Context: an optimization exercise on an open-source flow, tuned for small area and a short achievable clock period. The choices shown serve that exercise and are no tape-out recipe.
At most, simulation tests tie the RTL to the original design; equivalence was not proved.

==> build 17: inputs <==
## grad_top
module grad_top (
    input  wire logic        clk,
    input  wire logic        rst,
    input  wire logic        in_valid,
    input  wire logic        sof,
    input  wire logic [7:0]  pixel,
    output logic             out_valid,
    output logic [32:0]      grad
);
export LEC_CHECK = 0
export CAP_MARGIN = 20
export CORE_MARGIN = 2
export CORE_UTILIZATION = 40
export SLEW_MARGIN = 20
export SYNTH_HIERARCHICAL = 1
create_clock -name core_clock -period 26.0 [get_ports {clk}]
run.sh (not shown) runs the stock make flow with config.mk's settings and CLKGATE_MAP_FILE= SYNTH_SCRIPT=/design/flow/synth_recipe.tcl, a recipe that flattens the netlist after the stock synthesis.
==> build 85: changes against build 17 <==
==> flow/flow/run.sh (new file) <==
#!/bin/bash
# The standard layout (the standard.sh: ORFS with the standard synthesis
# and the standard flow's config.mk and SDC), with a larger setup margin for ORFS's timing
# repair so that it keeps shortening paths past the design's generous period.
set -euo pipefail
MARGIN=$(cat flow/margin.txt)
bash standard.sh SETUP_SLACK_MARGIN=$MARGIN finish > standard.log 2>&1
==> flow/flow/margin.txt (new file) <==
14
==> flow/standard.sh (new file) <==
#!/bin/bash
# synth_recipe.tcl (not shown) runs the flow's synth.tcl, then flattens the netlist and writes it again
# the make line also repeats each setting of config.mk as NAME=value (left out here)
make -C /OpenROAD-flow-scripts/flow DESIGN_CONFIG=/design/flow/config.mk WORK_HOME=/design/flow/orfs CLKGATE_MAP_FILE= SYNTH_SCRIPT=/design/flow/synth_recipe.tcl "${@:-finish}"
removed: flow/run.sh
==> results.txt <==
                                                                           build 85    build 17
Total area of multi-input combinational cells                             20300 µm²   19300 µm²
Area delta synth->final                                                       11.1%       4.25%
Weighted congestion reported at the end of routability-driven placement       0.879       0.895
Multi-input gate count                                                         2520        2518
Via total after detailed routing                                              24.9k       24.2k
Setup repair after global routing missed its margin                             yes          no
Number of instances resized during post-cts repair                              210           0
Result of the run                                          timing/DRC/antenna clean  timing/DRC/antenna clean
Portion of the layout cell area used by clock cells                          0.0404      0.0381
Overall global routing resource usage                                         0.171       0.165
Max transition margin                                                         0.232       0.227
Via count of the first global-routing pass                                    23.2k       22.6k
Met1 track demand over resource                                               0.240       0.233
Cell total after placement                                                     4371        4364
No run of this note included a check of the RTL's function; only the layout flow was run.

========
==> cedar <==
Another version of the RTL of grad_top (not shown whole).
Settings: LEC_CHECK=0, CAP_MARGIN=20, CORE_MARGIN=2, CORE_UTILIZATION=40, SLEW_MARGIN=20, SYNTH_HIERARCHICAL=1; clock period 26.0 ns.
standard.sh (not shown) runs the stock make flow with config.mk's settings and CLKGATE_MAP_FILE= SYNTH_SCRIPT=/design/flow/synth_recipe.tcl, a recipe that flattens the netlist after the stock synthesis.
==> flow/flow/run.sh <==
#!/bin/bash
# The standard layout (the standard.sh: ORFS with the standard synthesis
# and the standard flow's config.mk and SDC), with a larger setup margin for ORFS's timing
# repair so that it keeps shortening paths past the design's generous period.
set -euo pipefail
MARGIN=$(cat flow/margin.txt)
bash standard.sh SETUP_SLACK_MARGIN=$MARGIN finish > standard.log 2>&1
==> flow/flow/margin.txt <==
15
==> inputs of yarrow, as changes to cedar <==
--- a/flow/design.v
+++ b/flow/design.v
@@ -197,19 +197,16 @@
     end
     wire [0:0] div_r7_q;
     wire [7:0] div_r7_r;
     div_r7 u_div_r7 (.t({r2_R[7], r2_R[6], r2_R[5], r2_R[4], r2_R[3], r2_R[2], r2_R[1], r2_R[0]}), .d({r2_D[7], r2_D[6], r2_D[5], r2_D[4], r2_D[3], r2_D[2], r2_D[1], r2_D[0]}), .o_q(div_r7_q), .o_r(div_r7_r));
     wire [1:0] div_r8_q;
     wire [7:0] div_r8_r;
     div_r8 u_div_r8 (.t({div_r7_r[7], div_r7_r[6], div_r7_r[5], div_r7_r[4], div_r7_r[3], div_r7_r[2], div_r7_r[1], div_r7_r[0]}), .d({r2_D[7], r2_D[6], r2_D[5], r2_D[4], r2_D[3], r2_D[2], r2_D[1], r2_D[0]}), .d3({r2_D3[9], r2_D3[8], r2_D3[7], r2_D3[6], r2_D3[5], r2_D3[4], r2_D3[3], r2_D3[2], r2_D3[1], r2_D3[0]}), .o_q(div_r8_q), .o_r(div_r8_r));
-    wire [17:0] tan_pre_ha;
-    wire [17:0] tan_pre_hb;
-    tan_pre u_tan_pre (.qh({r2_q[0], r2_q[1], r2_q[2], r2_q[3], r2_q[4], r2_q[5], r2_q[6], r2_q[7], r2_q[8], r2_q[9], r2_q[10], r2_q[11], r2_q[12], r2_q[13], div_r7_q[0], div_r8_q[1], div_r8_q[0]}), .f({r2_ovf[0], r2_vz[0], r2_neg[0]}), .o_ha(tan_pre_ha), .o_hb(tan_pre_hb));
     wire [19:0] div_r9_tan;
-    div_r9 u_div_r9 (.t({div_r8_r[7], div_r8_r[6], div_r8_r[5], div_r8_r[4], div_r8_r[3], div_r8_r[2], div_r8_r[1], div_r8_r[0]}), .d({r2_D[7], r2_D[6], r2_D[5], r2_D[4], r2_D[3], r2_D[2], r2_D[1], r2_D[0]}), .ha({tan_pre_ha[17], tan_pre_ha[16], tan_pre_ha[15], tan_pre_ha[14], tan_pre_ha[13], tan_pre_ha[12], tan_pre_ha[11], tan_pre_ha[10], tan_pre_ha[9], tan_pre_ha[8], tan_pre_ha[7], tan_pre_ha[6], tan_pre_ha[5], tan_pre_ha[4], tan_pre_ha[3], tan_pre_ha[2], tan_pre_ha[1], tan_pre_ha[0]}), .hb({tan_pre_hb[17], tan_pre_hb[16], tan_pre_hb[15], tan_pre_hb[14], tan_pre_hb[13], tan_pre_hb[12], tan_pre_hb[11], tan_pre_hb[10], tan_pre_hb[9], tan_pre_hb[8], tan_pre_hb[7], tan_pre_hb[6], tan_pre_hb[5], tan_pre_hb[4], tan_pre_hb[3], tan_pre_hb[2], tan_pre_hb[1], tan_pre_hb[0]}), .f({r2_ovf[0], r2_vz[0], r2_neg[0]}), .d3({r2_D3[9], r2_D3[8], r2_D3[7], r2_D3[6], r2_D3[5], r2_D3[4], r2_D3[3], r2_D3[2], r2_D3[1], r2_D3[0]}), .o_tan(div_r9_tan));
+    div_r9 u_div_r9 (.t({div_r8_r[7], div_r8_r[6], div_r8_r[5], div_r8_r[4], div_r8_r[3], div_r8_r[2], div_r8_r[1], div_r8_r[0]}), .d({r2_D[7], r2_D[6], r2_D[5], r2_D[4], r2_D[3], r2_D[2], r2_D[1], r2_D[0]}), .qh({r2_q[0], r2_q[1], r2_q[2], r2_q[3], r2_q[4], r2_q[5], r2_q[6], r2_q[7], r2_q[8], r2_q[9], r2_q[10], r2_q[11], r2_q[12], r2_q[13], div_r7_q[0], div_r8_q[1], div_r8_q[0]}), .f({r2_ovf[0], r2_vz[0], r2_neg[0]}), .d3({r2_D3[9], r2_D3[8], r2_D3[7], r2_D3[6], r2_D3[5], r2_D3[4], r2_D3[3], r2_D3[2], r2_D3[1], r2_D3[0]}), .o_tan(div_r9_tan));
     wire [0:0] sq_r10_ge;
     wire [11:0] sq_r10_rem;
     sq_r10 u_sq_r10 (.c({r2_rem[10], r2_rem[9], r2_rem[8], r2_rem[7], r2_rem[6], r2_rem[5], r2_rem[4], r2_rem[3], r2_rem[2], r2_rem[1], r2_rem[0]}), .root({r2_root[9], r2_root[8], r2_root[7], r2_root[6], r2_root[5], r2_root[4], r2_root[3], r2_root[2], r2_root[1], r2_root[0]}), .o_ge(sq_r10_ge), .o_rem(sq_r10_rem));
     wire [0:0] sq_r11_ge;
     wire [12:0] sq_r11_rem;
     sq_r11 u_sq_r11 (.c({sq_r10_rem[11], sq_r10_rem[10], sq_r10_rem[9], sq_r10_rem[8], sq_r10_rem[7], sq_r10_rem[6], sq_r10_rem[5], sq_r10_rem[4], sq_r10_rem[3], sq_r10_rem[2], sq_r10_rem[1], sq_r10_rem[0]}), .root({r2_root[9], r2_root[8], r2_root[7], r2_root[6], r2_root[5], r2_root[4], r2_root[3], r2_root[2], r2_root[1], r2_root[0], sq_r10_ge[0]}), .o_ge(sq_r11_ge), .o_rem(sq_r11_rem));
     wire [0:0] sq_r12_ge;
@@ -3535,33 +3532,18 @@
     wire m3095 = c3053 ? x3065 : m3094;
     wire m3096 = c2892 ? x2906 : t[5];
     wire m3097 = c2970 ? x2983 : m3096;
     wire m3098 = c3053 ? x3067 : m3097;
     assign o_q = {c2970, o3074};
     assign o_r = {m3098, m3095, m3092, m3089, m3086, m3083, m3080, m3077};
 endmodule
-module tan_pre (
-    input  wire [16:0] qh,
-    input  wire [2:0] f,
-    output wire [17:0] o_ha,
-    output wire [17:0] o_hb
-);
-    wire [17:0] qh_e = {1'b0, {qh[16], qh[15], qh[14], qh[13], qh[12], qh[11], qh[10], qh[9], qh[8], qh[7], qh[6], qh[5], qh[4], qh[3], qh[2], qh[1], qh[0]}};
-    wire [17:0] qh_n = -qh_e;
-    wire [17:0] sat = f[0] ? {1'b1, 17'd0} : {1'b0, {17{1'b1}}};
-    wire [17:0] ha = f[1] ? 18'd0 : f[2] ? sat : f[0] ? qh_n : qh_e;
-    wire [17:0] hb = f[1] ? 18'd0 : f[2] ? sat : f[0] ? ~qh_e : qh_e;
-    assign o_ha = {ha[17], ha[16], ha[15], ha[14], ha[13], ha[12], ha[11], ha[10], ha[9], ha[8], ha[7], ha[6], ha[5], ha[4], ha[3], ha[2], ha[1], ha[0]};
-    assign o_hb = {hb[17], hb[16], hb[15], hb[14], hb[13], hb[12], hb[11], hb[10], hb[9], hb[8], hb[7], hb[6], hb[5], hb[4], hb[3], hb[2], hb[1], hb[0]};
-endmodule
 module div_r9 (
     input  wire [7:0] t,
     input  wire [7:0] d,
-    input  wire [17:0] ha,
-    input  wire [17:0] hb,
+    input  wire [16:0] qh,
     input  wire [2:0] f,
     input  wire [9:0] d3,
     output wire [19:0] o_tan
 );
     wire i3099 = ~d[0];
     wire i3100 = ~d[1];
     wire i3101 = ~d[2];
@@ -3744,19 +3726,23 @@
     wire c3278 = c3270 | (a3271 & c3262);
     wire a3279 = a3271 & a3263;
     wire c3280 = c3276 | (a3277 & i3216);
     wire c3281 = c3278 | (a3279 & a3242);
     wire i3282 = ~c3215;
     wire a3283 = c3155 & i3282;
     wire o3284 = c3281 | a3283;
+    wire [17:0] qh_e = {1'b0, {qh[16], qh[15], qh[14], qh[13], qh[12], qh[11], qh[10], qh[9], qh[8], qh[7], qh[6], qh[5], qh[4], qh[3], qh[2], qh[1], qh[0]}};
+    wire [17:0] qh_n = -qh_e;
     wire [1:0] ql_v = {c3215, o3284};
     wire [1:0] ql_n = -ql_v;
-    wire [1:0] lo = f[1] ? 2'd0 : f[2] ? {2{~f[0]}} : f[0] ? ql_n : ql_v;
-    wire [17:0] hi = (ql_v == 2'd0) ? {ha[17], ha[16], ha[15], ha[14], ha[13], ha[12], ha[11], ha[10], ha[9], ha[8], ha[7], ha[6], ha[5], ha[4], ha[3], ha[2], ha[1], ha[0]} : {hb[17], hb[16], hb[15], hb[14], hb[13], hb[12], hb[11], hb[10], hb[9], hb[8], hb[7], hb[6], hb[5], hb[4], hb[3], hb[2], hb[1], hb[0]};
-    wire [19:0] tn = {hi, lo};
+    wire [19:0] tneg = (ql_v == 2'd0) ? {qh_n, 2'd0} : {~qh_e, ql_n};
+    wire [19:0] tpos = {qh_e, ql_v};
+    wire [19:0] tn = f[1] ? 20'd0 :
+                     f[2] ? (f[0] ? 20'h80000 : 20'h7ffff) :
+                     f[0] ? tneg : tpos;
     assign o_tan = {tn[19], tn[18], tn[17], tn[16], tn[15], tn[14], tn[13], tn[12], tn[11], tn[10], tn[9], tn[8], tn[7], tn[6], tn[5], tn[4], tn[3], tn[2], tn[1], tn[0]};
 endmodule
 module sq_r10 (
     input  wire [10:0] c,
     input  wire [9:0] root,
     output wire [0:0] o_ge,
     output wire [11:0] o_rem
==> flow/flow/margin.txt (replaced) <==
14
==> comparison <==
cedar went through all stages and came out clean. yarrow went through all stages and came out clean.
Between yarrow and cedar, the lower worst hold slack is in yarrow (gap 0.0055 ns).
Of cedar and yarrow, cedar has the higher critical path depth (gap 13).
Of cedar and yarrow, cedar has the higher routed wire length (gap 1.9%, measured against yarrow).
Final area: cedar is larger than yarrow (5.3%).
Against cedar, the global-route usage of yarrow is higher by 0.43 points.
==> figures <==
	cedar	yarrow
Worst reg2reg setup slack	15.56 ns	14.75 ns
Final period util	45.80%	48.70%
Final cell count without fillers	4712	4566
Final routed wirelength across all metal layers	78190 um	76730 um
Max Freq	0.08397 GHz	0.07898 GHz
Area of all sequential standard cells	10730 um^2	10710 um^2
Number of multi-input logic gates	2589	2520
Outcome	finished clean	finished clean
CP Launch Type	input port	register
Antenna diodes	0	1
Reg2reg path depth	43	41
Global-route wire length before repair	123400 um	124600 um
Testbench counts of yarrow, summed over its fixed seeds: latency cycles 75,055, results 75,055.
The RTL of cedar was laid out without a check of its function.

========
==> inputs of run a <==
Another version of the RTL of grad_top (not shown whole).
==> flow/config.mk <==
export PLATFORM = sky130hd
export DESIGN_NAME = grad_top
export DESIGN_NICKNAME = grad_top
export VERILOG_FILES = /design/flow/design.v
export SDC_FILE = /design/flow/constraint.sdc
export NUM_CORES = 4
export LEC_CHECK = 0
export CAP_MARGIN = 20
export CORE_MARGIN = 2
export CORE_UTILIZATION = 40
export SLEW_MARGIN = 20
export SYNTH_HIERARCHICAL = 1
==> flow/constraint.sdc <==
create_clock -name core_clock -period 26.0 [get_ports {clk}]
set_input_delay 5.2000 -clock core_clock [delete_from_list [all_inputs] [get_ports {clk}]]
set_output_delay 5.2000 -clock core_clock [all_outputs]
set_load 0.01 [all_outputs]
==> flow/flow/margin.txt <==
15
Scripts as last shown in full above: flow/flow/run.sh
==> run b (differences from run a) <==
==> flow/flow/margin.txt (replaced) <==
14.5
==> comparison <==
Of run a and run b, run a has the higher fmax (gap about 1.1%, measured against run b). Between run a and run b, the lower via count is in run b (gap 1.3%, measured against run b). Of run a and run b, run b has the higher hold slack (gap 0.012 ns). Between run a and run b, the lower core utilization is in run b (gap 0.77 points). Global-route usage is about the same in run b and run a.
Testbench counts of run a, summed over its fixed seeds: latency cycles 75,055, results 75,055.
Testbench counts of run b, summed over its fixed seeds: latency cycles 75,055, results 75,055.

========
==> run A <==
grad_top, a different RTL version from the one above (not shown whole).
clock: 26.0 ns
lec_check: 0
cap_margin: 20
core_margin: 2
core_utilization: 40
slew_margin: 20
synth_hierarchical: 1
==> flow/flow/margin.txt <==
15
Scripts as last shown in full above: flow/flow/run.sh
==> run R: changes against run A <==
==> flow/flow/margin.txt (replaced) <==
14.5
==> run G: changes against run A <==
==> flow/flow/margin.txt (replaced) <==
14
==> run P: changes against run A <==
==> flow/flow/margin.txt (replaced) <==
13
==> summary of the runs <==
Of run P and run G, run G has the higher count of clock-buffer cells in the layout (gap 8).
Sequential share of layout area: run A < run R < run G < run P.
The highest wire length belongs to run A, the lowest to run P.
No run of this note included a check of the RTL's function; only the layout flow was run.

========
==> inputs of branch nickel <==
grad_top, a different RTL version from the one above (not shown whole).
## grad_top
module grad_top (
    input  wire logic        clk,
    input  wire logic        rst,
    input  wire logic        in_valid,
    input  wire logic        sof,
    input  wire logic [7:0]  pixel,
    output logic             out_valid,
    output logic [32:0]      grad
);
clock: 26.0 ns
lec_check: 0
cap_margin: 20
core_margin: 2
core_utilization: 40
cts_cluster_diameter: 60
cts_cluster_size: 30
slew_margin: 20
synth_hierarchical: 1
==> flow/flow/margin.txt <==
14.8
Scripts as last shown in full above: flow/flow/run.sh
==> branch yarrow (differences from branch nickel) <==
==> flow/flow/margin.txt (replaced) <==
14.5
--- a/flow/config.mk
+++ b/flow/config.mk
@@ -10,4 +10,3 @@
 export CORE_UTILIZATION = 40
-export CTS_CLUSTER_DIAMETER = 60
-export CTS_CLUSTER_SIZE = 30
+export CTS_BUF_LIST = sky130_fd_sc_hd__clkbuf_4 sky130_fd_sc_hd__clkbuf_8
 export SLEW_MARGIN = 20
==> summary of the runs <==
- Core utilization: branch yarrow is lower than branch nickel (0.78 points).
- Of branch yarrow and branch nickel, branch yarrow has the higher sequential share of layout area (gap 0.54 points).
- In branch nickel the count of clock-buffer cells in the layout is lower than in branch yarrow, by 52.
- In branch yarrow the critical path depth is higher than in branch nickel, by 4.
- Branch nickel ran to the end with no violations. Branch yarrow completed without violations.
- In global-route usage, branch nickel and branch yarrow hardly differ.
- In branch yarrow the fmax is lower than in branch nickel, by about 1.1%.
Testbench counts of branch nickel, summed over its fixed seeds: latency cycles 75,055, results 75,055.
Testbench counts of branch yarrow, summed over its fixed seeds: latency cycles 75,055, results 75,055.

==> static timing again, ports no longer ideal <==
In the flow no input, the clock included, has a driving cell. The finished layouts below were timed again as built, in two steps.
Step 1 sets driving cells, clkbuf_16 on the clock port and buf_2 on the other inputs (assumed; they add their load-dependent delay and slew).
Step 2 times the ports against the registers' clock, not the clock port: input delays grow and output delays shrink by t, the midpoint of the rising clock arrivals with the driver on.
Slacks: no drivers / after step 1 / after step 2; pairs: no drivers / after step 1.
| run | t (ns) | slack for setup (ns) | worst setup path at the end | latest minus earliest clock arrival (ns) | worst data-port slew with drivers (ns) |
|---|---|---|---|---|---|
| build 17 | 0.619 | 11.221 / 11.162 / 11.781 | register to output | 0.025 / 0.024 | 0.06 |
| build 85 | 0.638 | 13.084 / 13.026 / 13.299 | input to register | 0.040 / 0.040 | 0.06 |
| cedar | 0.636 | 14.091 / 14.091 / 13.455 | input to register | 0.036 / 0.036 | 0.06 |
| yarrow | 0.643 | 13.338 / 13.279 / 13.376 | input to register | 0.033 / 0.033 | 0.06 |
| run a of note 3 | 0.633 | 14.682 / 14.624 / 14.106 | input to register | 0.038 / 0.039 | 0.06 |
| run b of note 3 | 0.619 | 14.560 / 14.500 / 14.102 | input to register | 0.045 / 0.045 | 0.05 |
| run A of note 4 | 0.623 | 14.751 / 14.692 / 14.274 | input to register | 0.031 / 0.031 | 0.06 |
| run R of note 4 | 0.627 | 14.658 / 14.602 / 14.181 | input to register | 0.032 / 0.033 | 0.06 |
| run G of note 4 | 0.635 | 14.134 / 14.073 / 13.793 | input to register | 0.035 / 0.035 | 0.05 |
| run P of note 4 | 0.613 | 13.472 / 13.414 / 13.139 | input to register | 0.037 / 0.037 | 0.05 |
| branch nickel | 0.611 | 14.789 / 14.732 / 14.439 | input to register | 0.057 / 0.057 | 0.06 |
| branch yarrow | 0.702 | 14.660 / 14.604 / 14.086 | input to register | 0.039 / 0.039 | 0.05 |
After both steps every run listed still meets setup and hold. The setup slack of cedar, which loses most, moves by 0.000 ns with the drivers and by -0.636 ns with both steps.
